Background: an optimization exercise with open tools, aiming at small area, a short achievable clock period and few clock cycles per item. Do not read the settings as production practice.
Function was checked by simulation only, so behaviour that the tests miss may differ from the original.
Power figures rest on the tool's default switching activity, not on a simulated workload.

JK:
## fetch_top
module fetch_top (
    input  logic  clk_in,
    input  logic  br_reset,
    input  logic  stall,
    input  logic  redirect_valid,
    input  logic [31:0] redirect_pc,
    output logic  out_valid,
    output logic [31:0] out_ins,
    output logic [31:0] out_pc,
    output logic [31:0] out_pred_pc,
    input  logic  upd_valid,
    input  logic [31:0] upd_pc,
    input  logic  upd_taken,
    output logic  mem_req,
    output logic [31:0] mem_addr,
    input  logic  mem_ack,
    input  logic [31:0] mem_data
);
clock: 6.0 ns
lec_check: 0
abc_area: 1
abc_clock_period_in_ps: 3000
cap_margin: 20
core_margin: 8
core_utilization: 40
cts_buf_list: sky130_fd_sc_hd__clkbuf_4 sky130_fd_sc_hd__clkbuf_8
cts_cluster_size: 30
setup_slack_margin: 3.3
slew_margin: 20
standard.sh (not shown) runs the stock make flow with config.mk's settings and CLKGATE_MAP_FILE= SYNTH_SCRIPT=/design/flow/synth_recipe.tcl, a recipe that flattens the netlist after the stock synthesis.
==> flow/flow/run.sh <==
#!/bin/bash
# The standard layout, with the ports buffered by the smallest buffer
# instead of the flow's default pick; repair still resizes them as needed.
set -euo pipefail
export BUFFER_PORTS_ARGS="-buffer_cell sky130_fd_sc_hd__buf_1"
export REMOVE_ABC_BUFFERS=1
bash standard.sh > standard.log 2>&1
Testbench counts of JK, summed over its fixed seeds: cycles 51,127, items 14,446.
#### Input delta (MS over JK)
Settings: setting SYNTH_HIERARCHICAL to 1 for the first time; removing ABC_AREA (formerly 1); setting SYNTH_MINIMUM_KEEP_SIZE to 0 for the first time; changing SETUP_SLACK_MARGIN from 3.3 to 3.0.
-- flow/flow/run.sh --
<<< JK, line 5
export BUFFER_PORTS_ARGS="-buffer_cell sky130_fd_sc_hd__buf_1"
export REMOVE_ABC_BUFFERS=1
bash standard.sh > standard.log 2>&1
>>> MS, line 5
export BUFFER_PORTS_ARGS="-buffer_cell sky130_fd_sc_hd__buf_1"
bash standard.sh > standard.log 2>&1
Notes after the runs:
Cell depth of the worst flop-to-flop path on MS is down relative to JK.
Compared with JK, in MS largest fanout on the critical path saw an increase, internal power contribution increased 0.00011 W, largest stage delay on the critical path lost 80 ps.
MS against JK: non-clock buffer count has decreased; first-pass detailed-route iteration total has increased.
> inputs changed (MS -> AL)
Settings: SETUP_SLACK_MARGIN now 3.1, was 3.0; ABC_AREA now 1, previously not set.
-- flow/flow/run.sh --
<<< MS, line 5
export BUFFER_PORTS_ARGS="-buffer_cell sky130_fd_sc_hd__buf_1"
bash standard.sh > standard.log 2>&1
>>> AL, line 5
export BUFFER_PORTS_ARGS="-buffer_cell sky130_fd_sc_hd__buf_1"
export REMOVE_ABC_BUFFERS=1
bash standard.sh > standard.log 2>&1
[diff] final period demand of the worst path, AL relative to MS: improvement
Number of unique standard cell types used by synthesis delta for AL relative to MS: 31 lower
Diff AL and MS: register fraction of the total cell area lower in MS
On AL: power is about 4.5% lower than what MS gave.
In AL the power share of the clock group turned out 1.7 points higher than in MS.
AL vs MS: fill cell total of the finished layout up in AL
Diff MS -> AL: final core utilization lower; combinational power lower; worst clock skew roughly the same.
Higher total number of tap cells was reported by AL, not MS.
Relative to AL, the following input files were edited for TR:
Settings: SETUP_SLACK_MARGIN changed from 3.1 to 2.8; GPL_TIMING_DRIVEN newly set to 0; ABC_AREA removed (was 1).
[summary]
- Looking at combinational family with the most area after synthesis, the simple AND/OR/NAND/NOR gates result is from AL; the multiplexers one comes from TR.
- Per the comparison of TR with AL, clock insertion delay at the later pin of the skew report ~0 delta, synthesized cell count lost about 34%, die area lower.
- Looking at number of post-CTS setup repair buffers across AL and TR, the one that comes out lower is TR.
- On hold slack, AL and TR are neck and neck.
- For highest clock rate, dividing the value from TR by the value from AL gives 0.887.
- Wire length: lower on TR
- Of AL and TR, the run reporting the lower area growth from synthesis to layout was AL.
- Going from AL to TR, area of the placeable core shrank by a few percent.
What PW does differently from TR at the input level:
Settings: clearing GPL_TIMING_DRIVEN, which used to be 0; swapping 2.8 for 3.3 in SETUP_SLACK_MARGIN; putting ABC_AREA at 1 where nothing was set; swapping 0 for 60 in SYNTH_MINIMUM_KEEP_SIZE.
## What came out
TR → PW: total power shrank by 0.00011 W, met3 wire length grew by about 22%, total of cells resized after clock tree synthesis grew by about 400%, fmax grew by 31 MHz, required time of the critical path grew by 80 ps.

========
== red ==
fetch_top again, from the RTL that the note above started with.
export LEC_CHECK = 0
export ABC_CLOCK_PERIOD_IN_PS = 3000
export CAP_MARGIN = 20
export CORE_MARGIN = 8
export CORE_UTILIZATION = 40
export CTS_BUF_LIST = sky130_fd_sc_hd__clkbuf_4 sky130_fd_sc_hd__clkbuf_8
export CTS_CLUSTER_SIZE = 30
export SETUP_SLACK_MARGIN = 3.2
export SLEW_MARGIN = 20
export SYNTH_HIERARCHICAL = 1
export SYNTH_MINIMUM_KEEP_SIZE = 0
create_clock -name core_clock -period 6.0 [get_ports {clk_in}]
==> flow/flow/run.sh <==
#!/bin/bash
# The standard layout, with the ports buffered by the smallest buffer
# instead of the flow's default pick; repair still resizes them as needed.
set -euo pipefail
export BUFFER_PORTS_ARGS="-buffer_cell sky130_fd_sc_hd__buf_1"
export REMOVE_ABC_BUFFERS=1
bash standard.sh > standard.log 2>&1
red: done, clean on timing, DRC and antenna
Testbench counts of red, summed over its fixed seeds: cycles 51,127, items 14,446.
Setup changes, red to blue
Settings: SETUP_SLACK_MARGIN: 3.2 -> 2.8; PLACE_DENSITY: unset -> 0.75.
==> comparison <==
| global-route wire length before repair | higher: red |
Compared with red, blue shows a lower count of plain and timing-repair buffers in the layout.
Compared with red, blue shows ratio of total power to cell area that has gone up by a few percent.
Pin slew with the least headroom to its limit ended up 26 ps lower on blue than on red.
Cell area, blue vs red: down by a few percent
Taking red as the reference, in blue sum of buffers and inverters on the critical path down 2; post-placement cell count flat; area added between synthesis and finish down 7.0 points.
blue consumes less power than red does.
Diff red and blue: fraction of layout cells with a size suffix above 1 lower in blue
Of blue and red, it is blue that has the lower total number of vias.
For green, these inputs were changed with respect to blue:
Settings: SETUP_SLACK_MARGIN: 2.8 -> 3.3; PLACE_DENSITY: 0.75 -> unset; ABC_AREA: unset -> 1.
## What came out
green vs. blue: largest fanout of any net on the critical path +40, sequential power lower. green: synthesized cell count higher than blue. Setup WNS blue -> green: better. On final weighted congestion in routability-driven placement: between green and blue, it ends up higher for green. Global-route wire length before repair: green higher than blue. Floorplan die area in green vs blue: up 2.8%.
Input changes introduced in orange (baseline for comparison: green):
Settings: SETUP_SLACK_MARGIN: 3.3 -> 2.5; ABC_AREA: 1 -> unset.
-- flow/flow/run.sh --
<<< green, line 5
export BUFFER_PORTS_ARGS="-buffer_cell sky130_fd_sc_hd__buf_1"
export REMOVE_ABC_BUFFERS=1
bash standard.sh > standard.log 2>&1
>>> orange, line 5
export BUFFER_PORTS_ARGS="-buffer_cell sky130_fd_sc_hd__buf_1"
bash standard.sh > standard.log 2>&1
--- outcome ---
orange ends up with a proportion of cell area occupied by registers that is 1.9 points higher than in green.
Going from green to orange, the die area was shrunk.
orange against green: via count lower; final wirelength lower.
Of orange and green, it is orange that has the lower final cell count.
What purple does differently from orange at the input level:
Settings: swapping 2.5 for 2.8 in SETUP_SLACK_MARGIN; swapping 20 for 5 in SLEW_MARGIN; swapping 20 for 5 in CAP_MARGIN.
-- flow/flow/run.sh --
<<< orange, line 5
export BUFFER_PORTS_ARGS="-buffer_cell sky130_fd_sc_hd__buf_1"
bash standard.sh > standard.log 2>&1
>>> purple, line 5
export BUFFER_PORTS_ARGS="-buffer_cell sky130_fd_sc_hd__buf_1"
export REMOVE_ABC_BUFFERS=1
bash standard.sh > standard.log 2>&1
### Flow results
- Per the comparison of purple with orange, power climbed 0.024 mW; fmax saw an increase; met1 track demand over resource in global routing climbed 1.0 points; initial antenna violation count decreased 1.
- On biggest cell delay along the critical path, orange and purple are basically level.
- Re cell count: purple is 7 up on orange.
- Route | purple vs orange | wire longer in purple
- The run showing the smaller area growth from synthesis to final layout is orange.
- orange → purple: fraction of area in multi-input gates now larger, clock transition at the registers of the reported paths comparable.

==> afterwards: timing with drivers on the ports <==
The flow's constraints put no driver on any port. The routed layouts listed below were extracted and timed again, unchanged, in two steps.
Step 1: set_driving_cell puts a clkbuf_16 on clk_in and a buf_2 on each other input, an assumption about the parent block.
Step 2 times the ports against the registers' clock, not the clock port: input delays grow and output delays shrink by t, the midpoint of the rising clock arrivals with the driver on.
Three values: ideal ports, drivers, drivers and shift; two values: the first two.
run	t (ns)	setup WS [ns]	worst slew at a driven data input, ns
JK	0.495	3.218 / 3.231 / 2.736	0.08
MS	0.477	2.883 / 2.876 / 2.399	0.06
AL	0.486	3.215 / 3.229 / 2.743	0.07
TR	0.474	2.861 / 2.843 / 2.369	0.05
PW	0.494	3.139 / 3.111 / 2.617	0.06
red	0.486	2.976 / 2.961 / 2.475	0.08
blue	0.478	2.834 / 2.830 / 2.351	0.10
green	0.487	3.386 / 3.385 / 2.898	0.08
orange	0.470	2.624 / 2.637 / 2.167	0.06
purple	0.481	2.859 / 2.851 / 2.370	0.05
After both steps setup and hold are still met in every run listed. The setup slack of PW, which loses most, moves by -0.028 ns with the drivers and by -0.522 ns with both steps.
